This is an optimization exercise on Yosys and OpenROAD, whose aim is small area, a short achievable clock period and few clock cycles, not a production implementation.
The RTL was checked by simulation tests, not by an equivalence proof against the original design.
Power figures rest on the tool's default switching activity, not on a simulated workload.

## design/flow/config.mk

```make
export PLATFORM = sky130hd
export DESIGN_NAME = sha256_msg_padder
export DESIGN_NICKNAME = sha256_msg_padder
export VERILOG_FILES = /design/flow/design.v
export SDC_FILE = /design/flow/constraint.sdc
export NUM_CORES = 4
export LEC_CHECK = 0
export CAP_MARGIN = 20
export CORE_MARGIN = 2
export CORE_UTILIZATION = 40
export CTS_CLUSTER_DIAMETER = 60
export CTS_CLUSTER_SIZE = 25
export PLACE_DENSITY = 0.6
export SETUP_SLACK_MARGIN = 2.35
export SLEW_MARGIN = 20
```

## design/flow/standard.sh

```bash
#!/bin/bash
# synth_recipe.tcl (not shown) runs the flow's synth.tcl, then flattens the netlist and writes it again
# the make line also repeats each setting of config.mk as NAME=value (left out here)
make -C /OpenROAD-flow-scripts/flow DESIGN_CONFIG=/design/flow/config.mk WORK_HOME=/design/flow/orfs CLKGATE_MAP_FILE= SYNTH_SCRIPT=/design/flow/synth_recipe.tcl "${@:-finish}"
```

## design/flow/flow/run.sh

```bash
#!/bin/bash
set -euo pipefail
export BUFFER_PORTS_ARGS="-buffer_cell sky130_fd_sc_hd__buf_1"
bash standard.sh > standard.log 2>&1
```

## design/flow/design.v

```verilog
module sha256_msg_padder #(
  parameter int DATA_W = 64,
  parameter int LEN_W  = 64
) (
  input  logic                        clk,
  input  logic                        rst,
  input  logic [DATA_W-1:0]           data_in,
  input  logic                        data_valid,
  input  logic                        last_word,
  input  logic [$clog2(DATA_W):0]     last_invalid_bits,
  output logic                        in_ready,
  output logic [511:0]                block_out,
  output logic                        block_valid,
  output logic                        block_last,
  input  logic                        block_ready
);
  logic [511:0] buf_r;
  logic         bvalid_r, blast_r;
  logic         bvout_r;      
  logic         pend_r;       
  logic [2:0]   pvlo_r;       
  logic [7:0]   sel_r;        
  logic [57:0]  nw_r;         
  logic [6:0]   a_r;          
  logic         pinc_r;       
  logic         pclr_r;       
  logic         vp_r;         
  logic         blk_r;        
  logic         space, wi, wv, w, bx, clr;
  logic         fullw, w_last, eff_last, fits, lenld;
  logic [3:0]   inv_b;
  logic [2:0]   vlo, w_vlo;
  logic [57:0]  nw_inc, cb;
  logic [6:0]   a_s, a_cb;
  logic [7:0]   cin;
  logic [63:0]  din, len;
  assign in_ready    = !blk_r && (!bvout_r || block_ready);
  assign block_out   = buf_r;
  assign block_valid = bvout_r;
  assign block_last  = blast_r;
  assign space = !bvalid_r || (block_ready && !pend_r);
  assign wi    = !rst && data_valid && !pend_r && !vp_r && (!bvalid_r || block_ready);
  assign wv    = !rst && vp_r && space;              
  assign w     = wi || wv;
  assign bx    = !rst && bvalid_r && block_ready;
  assign clr   = rst || bx;
  assign inv_b = last_invalid_bits[6:3];
  assign fullw = (inv_b == 4'd0);
  always_comb begin
    case (inv_b)
      4'd1: vlo = 3'd7;
      4'd2: vlo = 3'd6;
      4'd3: vlo = 3'd5;
      4'd4: vlo = 3'd4;
      4'd5: vlo = 3'd3;
      4'd6: vlo = 3'd2;
      4'd7: vlo = 3'd1;
      default: vlo = 3'd0;
    endcase
  end
  always_comb begin
    for (int b = 0; b < 8; b++) begin
      din[63-8*b -: 8] = data_in[63-8*b -: 8];
      if (last_word) begin
        if (inv_b > 4'(7 - b)) din[63-8*b -: 8] = 8'h00;
        if (inv_b == 4'(8 - b)) din[63-8*b] = 1'b1;
      end
    end
  end
  assign w_last   = wv || last_word;
  assign w_vlo    = vp_r ? 3'd0 : vlo;
  assign eff_last = wv || (wi && last_word && !fullw);
  assign fits     = !sel_r[7];
  always_comb begin
    for (int g = 0; g < 8; g++) cin[g] = &(a_r | ~((7'd1 << g) - 7'd1));
    for (int j = 0; j < 58; j++)
      nw_inc[j] = nw_r[j] ^ (cin[j/8] && &(nw_r | ~(((58'd1 << j) - 58'd1) & ~((58'd1 << (8*(j/8))) - 58'd1))));
    for (int g = 0; g < 7; g++) a_s[g] = cin[g] ? (nw_r[8*g +: 8] == 8'hfe) : a_r[g];
    cb   = pclr_r ? 58'd0 : (pinc_r ? nw_inc : nw_r);
    a_cb = pclr_r ? 7'd0  : (pinc_r ? a_s : a_r);
  end
  assign lenld = (w && w_last && fits) || (bx && pend_r);
  assign len   = {cb, (pend_r ? pvlo_r : w_vlo), 3'b000};
  logic [7:0]   ld, keep, mk;
  logic [511:0] buf_s;
  always_comb begin
    for (int k = 0; k < 8; k++) begin
      ld[k]   = wi && sel_r[k];
      mk[k]   = wv && sel_r[k];
      keep[k] = !ld[k] && !clr && !mk[k] && !(k == 7 && lenld);
    end
    for (int k = 0; k < 8; k++)
      buf_s[64*(7-k) +: 64] = ({64{ld[k]}} & din) | ({64{keep[k]}} & buf_r[64*(7-k) +: 64]);
    buf_s[63:0]    = buf_s[63:0] | ({64{lenld}} & len);
    for (int k = 0; k < 8; k++)
      buf_s[64*(7-k) + 63] = buf_s[64*(7-k) + 63] | mk[k];
  end
  always_ff @(posedge clk) buf_r <= buf_s;
  always_ff @(posedge clk) begin
    if (rst) begin
      nw_r   <= 58'd0;
      a_r    <= 7'd0;
      pinc_r <= 1'b0;
      pclr_r <= 1'b0;
    end else begin
      nw_r   <= cb;
      a_r    <= a_cb;
      pinc_r <= w && !eff_last;
      pclr_r <= (eff_last && fits) || (bx && pend_r);
    end
  end
  logic pend_s, vp_s;
  always_comb begin
    pend_s = pend_r;
    if (bx) pend_s = 1'b0;
    if (eff_last) pend_s = !fits;
    vp_s = vp_r;
    if (wi && last_word && fullw) vp_s = 1'b1;
    else if (wv)                  vp_s = 1'b0;
  end
  always_ff @(posedge clk) begin
    if (rst) blk_r <= 1'b0;
    else     blk_r <= pend_s || vp_s;
  end
  always_ff @(posedge clk) begin
    if (rst) begin
      bvalid_r <= 1'b0;
      bvout_r  <= 1'b0;
      blast_r  <= 1'b0;
      pend_r   <= 1'b0;
      pvlo_r   <= 3'd0;
      sel_r    <= 8'd1;
      vp_r     <= 1'b0;
    end else begin
      if (wi && last_word && fullw) vp_r <= 1'b1;
      else if (wv)                  vp_r <= 1'b0;
      if (bx) begin
        bvalid_r <= pend_r;
        bvout_r  <= pend_r;
        blast_r  <= pend_r;
        pend_r   <= 1'b0;
      end
      if (w) begin
        if (eff_last) begin
          bvalid_r <= 1'b1;
          bvout_r  <= 1'b1;
          blast_r  <= fits;
          pend_r   <= !fits;
          pvlo_r   <= w_vlo;
          sel_r    <= 8'd1;
        end else begin
          sel_r    <= {sel_r[6:0], sel_r[7]};
          if (sel_r[7]) begin
            bvalid_r <= 1'b1;
            bvout_r  <= 1'b1;
            blast_r  <= 1'b0;
          end
        end
      end
    end
  end
endmodule
```

## design/flow/constraint.sdc

```tcl
create_clock -name core_clock -period 4.5 [get_ports {clk}]
set_input_delay 0.9000 -clock core_clock [delete_from_list [all_inputs] [get_ports {clk}]]
set_output_delay 0.9000 -clock core_clock [all_outputs]
set_load 0.01 [all_outputs]
```

==> results of run 1 <==
worst register-to-register path, cell delays in order (launching register included):
cell     delay, ns
dfxtp_2       0.41
or3b_4        0.45
nor3_2        0.18
buf_6         0.20
and2_4        0.50
a22o_1        0.30
registers in the layout, indices dropped and copies added (netlist names):
name	flops
buf_r	512
nw_r	58
sel_r	8
a_r	7
pvlo_r	3
blast_r	1
blk_r	1
bvalid_r	1
bvout_r	1
pclr_r	1
pend_r	1
pinc_r	1
vp_r	1
cells in the mapped netlist, types with 3 or more instances:
| master | n |
|---|---|
| a21boi_0 | 3 |
| a21o_1 | 8 |
| a21oi_1 | 28 |
| a21oi_2 | 7 |
| a221o_1 | 18 |
| a22o_1 | 438 |
| a22oi_1 | 11 |
| and2_1 | 82 |
| and3_1 | 8 |
| buf_1 | 28 |
| buf_2 | 71 |
| clkbuf_1 | 104 |
| dfxtp_1 | 596 |
| ha_1 | 11 |
| inv_1 | 15 |
| mux2i_1 | 18 |
| nand2_1 | 82 |
| nand2b_1 | 12 |
| nand3_1 | 66 |
| nand4_1 | 15 |
| nand4b_1 | 5 |
| nor2_1 | 75 |
| nor2b_1 | 6 |
| nor3_1 | 34 |
| nor4_1 | 10 |
| o211ai_1 | 23 |
| o21ai_0 | 11 |
| o221ai_1 | 16 |
| o2bb2ai_1 | 14 |
| o311ai_0 | 5 |
| o31ai_1 | 8 |
| or3_1 | 3 |
| or4_1 | 6 |
| xnor2_1 | 27 |
| xor2_1 | 11 |
per-layer routing:
metal  global-route usage (%)  vias up  wire length, microns
met5                        0        -                    40
met4                     12.1        6                  3260
met3                     6.81      146                  6980
met2                     46.0      892                 37100
met1                     35.5     8795                 31700
li1                         -     8062                     -
per-stage QoR:
step / std cells / total power, mW / cell area [sq um] / util (%)
floorplan: 1907 / 5.85 / 21000 / -
global placement: 3004 / 6.12 / 23500 / 45.8
detailed placement: 3004 / 6.13 / 23500 / 45.8
CTS: 3106 / 10.3 / 25500 / 49.7
global route: 3116 / 10.6 / 25700 / 50.0
finish: 3120 / 10.3 / 25700 / 50.0
power by group:
part,switching [mW],internal (mW)
Combinational,0.503,0.188
Sequential,0.0427,5.32
Clock,2.19,2.05
Total,2.74,7.56
kinds of logic (layout without fill, tap and decap cells):
family | after synthesis | count (layout) | synth area share [%]
AOI/OAI and AO/OA | 609 | 610 | 24.8
DFF | 596 | 596 | 57.4
and+or+nand+nor | 415 | 419 | 10.2
buffers and inverters | 220 | 744 | 4.44
xor gates and xnor gates | 38 | 38 | 1.60
muxes | 18 | 18 | 0.867
adders and majority gates | 11 | 11 | 0.662
other | 0 | 4 | 0
layout make-up:
class / count / area share, %
flip-flops and latches: 596 / 46.5
well taps: 680 / 3.31
diodes: 4 / 0.0390
inverters: 15 / 0.234
clock buffers: 46 / 4.44
clock inverters: 30 / 1.60
repair buffers: 653 / 11.8
multi-input cells: 1096 / 32.1
final timing paths:
kind | startpoint | to | cells past startpoint
setup / recovery | data_valid | buf_r[423] | 6
hold / removal | buf_r[207] | buf_r[207] | 1
setup reg to reg | pend_r | buf_r[423] | 5
hold reg to reg | buf_r[207] | buf_r[207] | 1
what timing repair did:
action,CTS,global route
endpoints found under the setup margin,549,424
resized for setup,61,22
setup buffers,19,9
cloned,7,1
pin swaps,10,2
endpoints found under the hold margin,0,0
==> results by group, run 1 <==
Setup path
  • Reg2Reg Setup Slack: about 2.4 ns
  • CP bufs+invs: 2
  • Critical Path End Type: flop
  • Worst setup path class: input pin to flop
  • Top Family by Delay on Critical Path: simple AND/OR/NAND/NOR gates
  • CP arrival: between 2 and 3 ns
  • Max incr delay on CP: between 0.4 and 0.5 ns
  • Crit path cell chain: buf_1 -> or3b_4 -> nor3_2 -> buf_6 -> and2_4 -> a22o_1
  • Slowest cell on the critical path: and2_4
  • Worst-path maximum fanout: 31
  • CP Data Required Time: roughly 5.0 ns
  • Worst setup SP type: input pin

Placement
  • Dpl ws: approximately 1.2 ns
  • DP Wirelength: approximately 54000 microns
  • IO Port Bufs: 587
  • GPL Wtd Cong: approximately 0.88

Global route
  • Pin count of the biggest net entering global routing: 64
  • First-pass GRT wire length: between 100000 and 150000 microns
  • GR Overflow Total: 0
  • Initial antenna violation count: 7
  • Vias in the first global route: 17100
  • Global router's overall resource usage: roughly 28%

Timing
  • Crit share post-route: a little under half
  • Tmin final: ~2.1 ns
  • Highest Clock Rate: 468 MHz
  • Worst slew margin: 35.8%
  • Worst Tran Pin Value: a little under 1 ns
  • # setup viols final: 0
  • Total negative setup slack: 0 ns
  • Unrepaired setup endpoints after global routing: yes
  • Slew Viols, Final: 0
  • Fin. Hold Viols: 0
  • Hold Slack: 0.470 ns
  • Worst setup slack after layout: approximately 2.4 ns
  • Fin Clk Skew: roughly 0.027 ns

Finish
  • Fill cell count: between 4000 and 5000
  • Sequential cell area: ~12000 sq um
  • Multi-input logic area: roughly 8200 sq um
  • Commonest non-fill, non-tap cell in the layout: dfxtp_1
  • Most frequent cells in the layout: dfxtp_1, buf_1, a22o_1, nand2_1, nor2_1
  • Layout Nets: between 2000 and 2500
  • Ratio of cells with drive above 1 in the final layout: a little under a tenth
  • Area growth from synthesis to layout: 23.6%

Synthesis
  • Avg Synthesized Cell Area: roughly 11 sq um
  • Syn Nets: around 2000
  • Synthesized netlist cell count: roughly 1900
  • Sequential fraction of the synthesis area: between 50% and 60%
  • #FFs+latches synth: about 600
  • Number of synthesis warnings: 1
  • Synth cell types: 59
  • Cell taking the most area after synthesis: dfxtp_1
  • Mapped cell area: ~21000 sq um
  • Share of Yosys cell area claimed by the top area cell type: 57.4%
  • Synth Flop Type: dfxtp_1
  • Synth area leaders: dfxtp_1, a22o_1, and2_1
  • Post-synthesis async set-or-reset flop share: 0%
  • Number of synthesized flops with an enable pin: 0

Detailed routing
  • Via count: 17900
  • DR vias/cell: around 5.7
  • Drt pass-1 iters: 5
  • Initial DRC count: between 1000 and 1500
  • DRC: 0
  • Antenna viol nets, final: 0
  • DR WL/cell: around 25 microns
  • Routed WL: ~80000 microns

Floorplan
  • # rows: between 80 and 90
  • Die area: 53800 sq um
  • Core Box Area: ~50000 sq um
  • # IOs: a little under 600
  • Die H: about 230 microns
  • Starting Density: 40.5%
  • Chip Width: ~230 microns

Clock tree
  • CTS tree: done
  • Worst-case clock buffer depth: 3
  • # hold bufs at CTS: 0
  • Clock sinks: between 500 and 600
  • H-tree lvl count: 2
  • Clk pin slew, worst setup/hold paths: roughly 0.090 ns
  • Clock root buffer: clkbuf_16
  • Worst-Skew Late Latency: about 0.60 ns
  • Num CTS Buffers: 42

Job
  • Max Cap Violations: 0

Power
  • Power Density: about 400 nW/um^2
  • Worst ir drop on vdd: between 0.2 and 0.3 mV
  • Leakage power: between 9 and 10 nW

Hold path
  • Hold crit path type: flop to flop

Status
  • Status: finished clean
Testbench counts, summed over its fixed seeds: cycles 83,190.
==> run 2: changes to the inputs <==
--- a/design/flow/design.v
+++ b/design/flow/design.v
@@ -20,8 +20,8 @@
   logic         pend_r;       
   logic [2:0]   pvlo_r;       
   logic [7:0]   sel_r;        
-  logic [57:0]  nw_r;         
-  logic [6:0]   a_r;          
+  logic [54:0]  nb_r;         
+  logic [5:0]   a_r;          
   logic         pinc_r;       
   logic         pclr_r;       
   logic         vp_r;         
@@ -30,9 +30,10 @@
   logic         fullw, w_last, eff_last, fits, lenld;
   logic [3:0]   inv_b;
   logic [2:0]   vlo, w_vlo;
-  logic [57:0]  nw_inc, cb;
-  logic [6:0]   a_s, a_cb;
-  logic [7:0]   cin;
+  logic [54:0]  nb_inc, cb;
+  logic [5:0]   a_s, a_cb;
+  logic [6:0]   cin;
+  logic [2:0]   pos;
   logic [63:0]  din, len;
   assign in_ready    = !blk_r && (!bvout_r || block_ready);
   assign block_out   = buf_r;
@@ -72,15 +73,17 @@
   assign eff_last = wv || (wi && last_word && !fullw);
   assign fits     = !sel_r[7];
   always_comb begin
-    for (int g = 0; g < 8; g++) cin[g] = &(a_r | ~((7'd1 << g) - 7'd1));
-    for (int j = 0; j < 58; j++)
-      nw_inc[j] = nw_r[j] ^ (cin[j/8] && &(nw_r | ~(((58'd1 << j) - 58'd1) & ~((58'd1 << (8*(j/8))) - 58'd1))));
-    for (int g = 0; g < 7; g++) a_s[g] = cin[g] ? (nw_r[8*g +: 8] == 8'hfe) : a_r[g];
-    cb   = pclr_r ? 58'd0 : (pinc_r ? nw_inc : nw_r);
-    a_cb = pclr_r ? 7'd0  : (pinc_r ? a_s : a_r);
+    for (int g = 0; g < 7; g++) cin[g] = &(a_r | ~((6'd1 << g) - 6'd1));
+    for (int j = 0; j < 55; j++)
+      nb_inc[j] = nb_r[j] ^ (cin[j/8] && &(nb_r | ~(((55'd1 << j) - 55'd1) & ~((55'd1 << (8*(j/8))) - 55'd1))));
+    for (int g = 0; g < 6; g++) a_s[g] = cin[g] ? (nb_r[8*g +: 8] == 8'hfe) : a_r[g];
+    cb   = pclr_r ? 55'd0 : (pinc_r ? nb_inc : nb_r);
+    a_cb = pclr_r ? 6'd0  : (pinc_r ? a_s : a_r);
   end
+  assign pos = pend_r ? 3'd7 : {|sel_r[7:4], sel_r[7] | sel_r[6] | sel_r[3] | sel_r[2],
+                                sel_r[7] | sel_r[5] | sel_r[3] | sel_r[1]};
   assign lenld = (w && w_last && fits) || (bx && pend_r);
-  assign len   = {cb, (pend_r ? pvlo_r : w_vlo), 3'b000};
+  assign len   = {cb, pos, (pend_r ? pvlo_r : w_vlo), 3'b000};
   logic [7:0]   ld, keep, mk;
   logic [511:0] buf_s;
   always_comb begin
@@ -98,14 +101,14 @@
   always_ff @(posedge clk) buf_r <= buf_s;
   always_ff @(posedge clk) begin
     if (rst) begin
-      nw_r   <= 58'd0;
-      a_r    <= 7'd0;
+      nb_r   <= 55'd0;
+      a_r    <= 6'd0;
       pinc_r <= 1'b0;
       pclr_r <= 1'b0;
     end else begin
-      nw_r   <= cb;
+      nb_r   <= cb;
       a_r    <= a_cb;
-      pinc_r <= w && !eff_last;
+      pinc_r <= w && !eff_last && sel_r[7];
       pclr_r <= (eff_last && fits) || (bx && pend_r);
     end
   end
--- a/design/flow/config.mk
+++ b/design/flow/config.mk
@@ -7,9 +7,10 @@
 export LEC_CHECK = 0
 export CAP_MARGIN = 20
 export CORE_MARGIN = 2
-export CORE_UTILIZATION = 40
-export CTS_CLUSTER_DIAMETER = 60
-export CTS_CLUSTER_SIZE = 25
-export PLACE_DENSITY = 0.6
+export CORE_UTILIZATION = 60
+export CTS_BUF_LIST = sky130_fd_sc_hd__clkbuf_8
+export CTS_CLUSTER_DIAMETER = 50
+export CTS_CLUSTER_SIZE = 16
+export PLACE_DENSITY = 0.75
 export SETUP_SLACK_MARGIN = 2.35
 export SLEW_MARGIN = 20
==> results by group, run 2 <==
Synthesis
  • Number of synthesis warnings: 1 (unchanged)
  • Post-synthesis async set-or-reset flop share: 0% (unchanged)
  • Share of Yosys cell area claimed by the top area cell type: 58.4% (+0.95 points)
  • Synthesized netlist cell count: 1831 (-4.0%)
  • Mux cell area share after synthesis: 0.795% (-0.072 points)
  • Cell taking the most area after synthesis: dfxtp_1
  • Synth cell types: 54 (-8.5%)
  • Compound-cell area share of the yosys netlist: 24.7% (-0.12 points)
  • Xor and xnor area share after synthesis: 1.86% (+0.25 points)
  • Top post-synthesis cells by count: dfxtp_1, a22o_1, clkbuf_1
  • Syn Nets: 1917 (-3.9%)
  • Most common cell in the netlist: dfxtp_1
  • Post-synthesis adder-cell area fraction: 0.616% (-0.046 points)
  • Avg Synthesized Cell Area: 11.1 sq um (+1.8%)
  • Largest family of logic cells by synthesized area: compound AO/OA/AOI/OAI gates
  • Number of synthesized flops with an enable pin: 0 (unchanged)
  • Mapped cell area: 20300 sq um (-2.3%)
  • Simple-gate share of the synthesized area: 9.40% (-0.82 points)
  • Synth area leaders: dfxtp_1, a22o_1, a221o_1
  • Synth Flop Type: dfxtp_1
  • Sequential fraction of the synthesis area: 58.4% (+0.95 points)
  • #FFs+latches synth: 592 (-0.67%)

Timing
  • Hold Slack: 0.471 ns (+0.000253 ns)
  • Worst Tran Pin Value: 1.03 ns (+0.0726 ns)
  • Tmin final: 2.20 ns (+0.0610 ns)
  • Fin Clk Skew: 0.0162 ns (-0.0107 ns)
  • Slew Viols, Final: 0 (unchanged)
  • # setup viols final: 0 (unchanged)
  • Unrepaired setup endpoints after global routing: yes
  • Worst slew margin: 31.0% (-4.8 points)
  • Worst setup slack after layout: 2.30 ns (-0.0610 ns)
  • Fin. Hold Viols: 0 (unchanged)
  • Highest Clock Rate: 455 MHz (-2.8%)
  • Crit share post-route: 48.8% (+1.4 points)
  • Total negative setup slack: 0 ns (unchanged)

Finish
  • Area growth from synthesis to layout: 20.0%
  • Design area: 24400 sq um (-5.1%)
  • Most frequent cells in the layout: dfxtp_1, buf_1, a22o_1, nor3_1, nor2_1
  • Reg with most FFs: buf_r
  • Commonest non-fill, non-tap cell in the layout: dfxtp_1
  • Max reg flops: 512 (unchanged)
  • Fill cell count: 2532 (-47%)
  • Biggest regs: buf_r (512), nb_r (55), sel_r (8)
  • Layout Nets: 2425 (-2.6%)
  • Ratio of cells with drive above 1 in the final layout: 9.23% (+0.20 points)

Clock tree
  • CTS tree: done
  • Clock root buffer: clkbuf_8
  • Num CTS Buffers: 47 (+12%)
  • Clk pin slew, worst setup/hold paths: 0.10 ns (about the same)
  • Clock sinks: 592 (-0.67%)
  • Worst-Skew Late Latency: 0.62 ns (+0.02 ns)
  • Worst-case clock buffer depth: 3 (unchanged)
  • H-tree lvl count: 2 (unchanged)

Detailed routing
  • Antenna viol nets, final: 0 (unchanged)
  • DRC: 0 (unchanged)
  • Routed WL: 70400 microns (-11%)
  • Drt pass-1 iters: 6 (+1)
  • DR vias/cell: 6.29 (+9.7%)
  • Via count: 17700 (-0.98%)
  • DR WL/cell: 25.0 microns (-1.5%)
  • Initial DRC count: 1599 (+12%)

Floorplan
  • Chip Width: 188 microns (-19%)
  • Core Box Area: 33400 sq um (-35%)
  • Starting Density: 60.7% (+20 points)
  • # rows: 67 (-19%)
  • Die area: 35300 sq um (-34%)
  • Die H: 188 microns (-19%)
  • # IOs: 591 (unchanged)

Job
  • Max Cap Violations: 0 (unchanged)

Global route
  • Pin count of the biggest net entering global routing: 64 (unchanged)
  • First-pass GRT wire length: 103000 microns (-9.8%)
  • Vias in the first global route: 16200 (-4.8%)
  • GR Overflow Total: 0 (unchanged)
  • Global router's overall resource usage: 37.9% (+9.7 points)
  • Initial antenna violation count: 9 (+2)

Power
  • Leakage power: 9.15 nW (-2.8%)
  • Power Density: 369 nW/um^2 (-8.0%)
  • Total power: 8.99 mW (-13%)
  • Worst ir drop on vdd: 0.272 mV (-7.3%)

Placement
  • Placement Cell Area: 22700 sq um (-3.5%)
  • GPL Wtd Cong: 0.871 (-0.81%)
  • IO Port Bufs: 587 (unchanged)
  • DP Wirelength: 45000 microns (-17%)
  • Dpl ws: 0.965 ns (-0.194 ns)

Setup path
  • Slowest cell on the critical path: dfxtp_2
  • Critical Path End Type: primary output
  • Top Family by Delay on Critical Path: flip-flops
  • CP Data Required Time: 3.60 ns (-1.43 ns)
  • Max incr delay on CP: 0.36 ns (-0.13 ns)
  • CP bufs+invs: 1 (-1)
  • Worst setup path class: flop to primary output
  • Crit path cell chain: a21oi_2 -> buf_2
  • Worst setup SP type: flop
  • Worst-path maximum fanout: 3 (-90%)
  • CP arrival: 1.30 ns (-1.36 ns)

Hold path
  • Hold crit path type: flop to flop

Status
  • Status: finished clean
## run 2: changes by cell type in the layout (fill, tap and decap cells not counted), sizes merged, moves of 16 or more
cell / before / now
nor3: 34 / 82
a221o: 18 / 60
nand3: 66 / 14
nand2: 82 / 58
o221ai: 16 / 0
o211ai: 23 / 1
## run 2: what timing repair did
| item | CTS | global route |
|---|---|---|
| buffers inserted | 29 | 2 |
| hold buffers | 0 | 0 |
| cloned | 7 | 2 |
| setup endpoints to repair | 544 | 449 |
| resized for setup | 71 | 41 |
| pin swaps | 9 | 3 |
## run 2: cell families (layout without fill, tap and decap cells)
family / count (synthesis) / after routing
xor gates and xnor gates: 43 / 43
DFF: 592 / 592
buffers and inverters: 218 / 740
other: 0 / 8
muxes: 16 / 16
adders and majority gates: 10 / 10
AOI/OAI and AO/OA: 585 / 586
and+or+nand+nor: 367 / 374
## run 2: layer usage
metal / global-route usage [%] / wire (microns) / vias up
li1: - / - / 7784
met1: 50.1 / 27700 / 8634
met2: 60.8 / 33000 / 1140
met3: 7.92 / 7160 / 166
met4: 15.2 / 2500 / 2
met5: 0 / 13 / -
## run 2: layout make-up
cell class	instances	area, sq um	area share (%)
Inverter	16	60.1	0.247
Sequential cell	592	11900	48.7
Multi-Input combinational cell	1029	7910	32.5
Tap cell	448	561	2.30
Timing Repair Buffer	653	3020	12.4
Clock inverter	19	211	0.868
Antenna cell	8	20.0	0.0822
Clock buffer	52	716	2.94
## run 2: per-stage QoR
stage | utilization, % | std cells
after floorplan | - | 1831
after global placement | 67.8 | 2697
after global routing | 72.8 | 2813
final | 72.8 | 2817
after CTS | 72.2 | 2805
after detailed placement | 67.8 | 2698
## run 2: power breakdown
part	switching (mW)	internal, mW	total (mW)	leakage (nW)
logic	0.442	0.167	0.608	3.88
clock network	1.75	1.30	3.05	0.493
registers	0.0419	5.29	5.33	4.78
## run 2: worst paths after layout
check        startpoint  cells after the start    endpoint  slack [ns]
max             bvout_r                      2    in_ready        2.30
max reg2reg        vp_r                      6   buf_r[54]        2.36
min reg2reg  buf_r[271]                      2  buf_r[271]        0.47
min          buf_r[271]                      2  buf_r[271]        0.47
## run 2: tightest hold or removal path, stage by stage, from the launching register on
cell,delay [ns]
dfxtp_1,0.34
nand2_1,0.04
o21ai_0,0.06
Testbench counts of run 2, summed over its fixed seeds: cycles 83,190.
==> run 3: changes to the inputs <==
--- a/design/flow/config.mk
+++ b/design/flow/config.mk
@@ -7,10 +7,10 @@
 export LEC_CHECK = 0
 export CAP_MARGIN = 20
 export CORE_MARGIN = 2
-export CORE_UTILIZATION = 60
+export CORE_UTILIZATION = 70
 export CTS_BUF_LIST = sky130_fd_sc_hd__clkbuf_8
 export CTS_CLUSTER_DIAMETER = 50
 export CTS_CLUSTER_SIZE = 16
-export PLACE_DENSITY = 0.75
+export PLACE_DENSITY = 0.85
 export SETUP_SLACK_MARGIN = 2.35
 export SLEW_MARGIN = 20
==> results by group, run 3 <==
Status
  • Status: finished clean

Floorplan
  • Chip Width: 174 microns (-7.3%)
  • Core Box Area: 28600 sq um (-14%)
  • Die H: 174 microns (-7.3%)
  • # rows: 62 (-7.5%)
  • Starting Density: 70.9% (+10 points)
  • # IOs: 591 (unchanged)
  • Die area: 30400 sq um (-14%)

Timing
  • Fin. Hold Viols: 0 (unchanged)
  • Unrepaired setup endpoints after global routing: yes
  • Fin Clk Skew: 0.0262 ns (+0.0100 ns)
  • Total negative setup slack: 0 ns (unchanged)
  • Worst Tran Pin Value: 1.10 ns (+0.0699 ns)
  • Crit share post-route: 48.2% (-0.65 points)
  • # setup viols final: 0 (unchanged)
  • Highest Clock Rate: 461 MHz (+1.3%)
  • Worst slew margin: 26.3% (-4.7 points)
  • Tmin final: 2.17 ns (-0.0291 ns)
  • Hold Slack: 0.475 ns (+0.00435 ns)
  • Slew Viols, Final: 0 (unchanged)

Global route
  • GRT met1 Usage: 55.9% (+5.8 points)
  • GR Overflow Total: 0 (unchanged)
  • Peak-usage layer in the global routing report: met2
  • Initial antenna violation count: 7 (-2)
  • First-pass GRT wire length: 104000 microns (+0.35%)
  • Vias in the first global route: 17200 (+5.8%)
  • GRT met3 Usage: 11.3% (+3.4 points)
  • Global router's overall resource usage: 43.7% (+5.8 points)
  • GRT met2 Usage: 70.3% (+9.5 points)
  • Pin count of the biggest net entering global routing: 64 (unchanged)

Synthesis
  • Top post-synthesis cells by count: dfxtp_1, a22o_1, clkbuf_1
  • Synth area leaders: dfxtp_1, a22o_1, a221o_1
  • Synth Flop Type: dfxtp_1
  • Share of Yosys cell area claimed by the top area cell type: 58.4% (unchanged)
  • Cell taking the most area after synthesis: dfxtp_1
  • Most common cell in the netlist: dfxtp_1
  • Avg Synthesized Cell Area: 11.1 sq um (unchanged)
  • Mapped cell area: 20300 sq um (unchanged)
  • Number of synthesis warnings: 1 (unchanged)
  • Syn Nets: 1917 (unchanged)
  • Sequential fraction of the synthesis area: 58.4% (unchanged)
  • Synthesized netlist cell count: 1831 (unchanged)
  • Number of synthesized flops with an enable pin: 0 (unchanged)
  • #FFs+latches synth: 592 (unchanged)
  • Post-synthesis async set-or-reset flop share: 0% (unchanged)
  • Synth cell types: 54 (unchanged)

Detailed routing
  • Routed WL: 70100 microns (-0.34%)
  • Antenna viol nets, final: 0 (unchanged)
  • DR vias/cell: 6.64 (+5.6%)
  • Drt pass-1 iters: 6 (unchanged)
  • Initial DRC count: 1957 (+22%)
  • DR WL/cell: 25.6 microns (+2.6%)
  • Via count: 18200 (+2.5%)
  • DRC: 0 (unchanged)

Setup path
  • Worst setup SP type: flop
  • Max incr delay on CP: 0.43 ns (+0.07 ns)
  • Worst-path maximum fanout: 33 (+30)
  • Crit path cell chain: nand2b_2 -> a2111oi_4 -> buf_12 -> a21oi_4 -> buf_4 -> a22o_1
  • CP Data Required Time: 4.98 ns (+1.38 ns)
  • CP arrival: 2.65 ns (+1.35 ns)
  • Critical Path End Type: flop
  • Worst setup path class: flop to flop
  • Slowest cell on the critical path: a2111oi_4

Clock tree
  • CTS tree: done
  • Clock root buffer: clkbuf_8
  • Num CTS Buffers: 45 (-4.3%)
  • Worst-Skew Late Latency: 0.61 ns (about the same)
  • Clock sinks: 592 (unchanged)
  • Clk pin slew, worst setup/hold paths: 0.10 ns (about the same)
  • Worst-case clock buffer depth: 3 (unchanged)
  • H-tree lvl count: 2 (unchanged)

Finish
  • Layout Nets: 2418 (-0.29%)
  • Max reg flops: 512 (unchanged)
  • Commonest non-fill, non-tap cell in the layout: dfxtp_1
  • Biggest regs: buf_r (512), nb_r (55), sel_r (8)
  • Area growth from synthesis to layout: 18.1%
  • Post-route insts no fill: 2735 (-2.9%)
  • Final core utilization: 83.8% (+11 points)
  • Reg with most FFs: buf_r
  • Most frequent cells in the layout: dfxtp_1, buf_1, a22o_1, nor3_1, nor2_1
  • Ratio of cells with drive above 1 in the final layout: 8.66% (-0.58 points)

Power
  • Power Density: 363 nW/um^2 (-1.7%)
  • Leakage power: 9.00 nW (-1.6%)
  • Worst ir drop on vdd: 0.306 mV (+13%)

Placement
  • Placed insts: 2636 (-2.3%)
  • GPL Wtd Cong: 0.917 (+5.3%)
  • IO Port Bufs: 587 (unchanged)
  • DP Wirelength: 45900 microns (+2.1%)

Hold path
  • Hold crit path type: flop to flop

Job
  • Max Cap Violations: 0 (unchanged)
## run 3: logic make-up (layout without fill, tap and decap cells)
logic type / Yosys count / after routing / synth area share (%)
flip-flops: 592 / 592 / 58.4
AO/OA/AOI/OAI: 585 / 585 / 24.7
AND/OR/NAND/NOR: 367 / 373 / 9.40
buffers and inverters: 218 / 726 / 4.31
XOR/XNOR: 43 / 43 / 1.86
multiplexers: 16 / 16 / 0.795
adder cells (fa/ha/maj): 10 / 10 / 0.616
other: 0 / 6 / 0
## run 3: path summary, 6_finish.rpt
path | startpoint | to | slack [ns] | cells past startpoint
worst max-delay path | bvalid_r | buf_r[101] | 2.33 | 6
worst max register to register | bvalid_r | buf_r[101] | 2.33 | 6
worst min register to register | buf_r[79] | buf_r[79] | 0.47 | 2
worst min-delay path | buf_r[79] | buf_r[79] | 0.47 | 2
## run 3: what timing repair did
action	4_1_cts	5_1_grt
resized for setup	67	26
pin swaps	8	20
cloned	6	3
hold buffers	0	0
setup endpoints to repair	550	372
buffers inserted	20	4
## run 3: through the flow
step	setup slack, ns	area, sq um	total power, mW
floorplan	2.09	20700	5.80
global placement	1.05	22600	5.97
detailed placement	0.974	22600	5.98
CTS	2.33	23800	8.64
global route	2.32	24000	8.91
finish	2.33	24000	8.70
## run 3: per-layer routing
metal | routed length [microns] | vias to the layer above | part of all wire, %
li1 | - | 7762 | -
met1 | 25900 | 8787 | 37
met2 | 32300 | 1375 | 46
met3 | 8710 | 239 | 12
met4 | 3170 | 4 | 4.5
met5 | 52 | - | 0.074
## run 3: final cells by class
class                      instances  area [sq um]
clock inverter                    13           130
multi-input combinational       1027          7860
timing repair buffer             650          2920
tap                              384           480
fill                            1722          4650
antenna                            6          15.0
sequential                       592         11900
clock buffer                      47           647
inverter                          16          60.1
## run 3: report_power, final
part / leakage [nW] / switching [mW] / internal, mW
sequential: 4.78 / 0.0424 / 5.29
clock: 0.398 / 1.69 / 1.08
combinational: 3.82 / 0.443 / 0.167
## run 3: critical path, delay by kind of cell, from the launching register on
kind / cells / cell delay, ns
AO/OA/AOI/OAI: 3 / 0.80
buffers and inverters: 2 / 0.52
flip-flops: 1 / 0.39
AND/OR/NAND/NOR: 1 / 0.28

afterwards: timing with drivers on the ports:
Ports are ideal in the flow. The routed layouts listed here were re-timed in OpenROAD. Step 1 (the two cells are an assumption about what drives the block):
set clk [get_ports {clk}]
set_driving_cell -lib_cell sky130_fd_sc_hd__clkbuf_16 $clk
set_driving_cell -lib_cell sky130_fd_sc_hd__buf_2 [delete_from_list [all_inputs] $clk]
Step 2 times the ports against the registers' clock, not the clock port: input delays grow and output delays shrink by t, the midpoint of the rising clock arrivals with the driver on. a / b / c = ideal ports / drivers / drivers and shift; a / b = the first two.
run | t (ns) | slack for setup (ns) | clock arrival spread, ns | worst slew at a driven data input, ns
run 1 | 0.647 | 2.364 / 2.289 / 1.703 | 0.029 / 0.029 | 0.11
run 2 | 0.661 | 2.303 / 2.237 / 1.692 | 0.019 / 0.019 | 0.10
run 3 | 0.645 | 2.332 / 2.265 / 1.690 | 0.033 / 0.032 | 0.13
After both steps setup and hold are still met in every run listed. For run 1, which loses most, drivers alone change the setup slack by -0.075 ns; drivers and shift together by -0.661 ns.
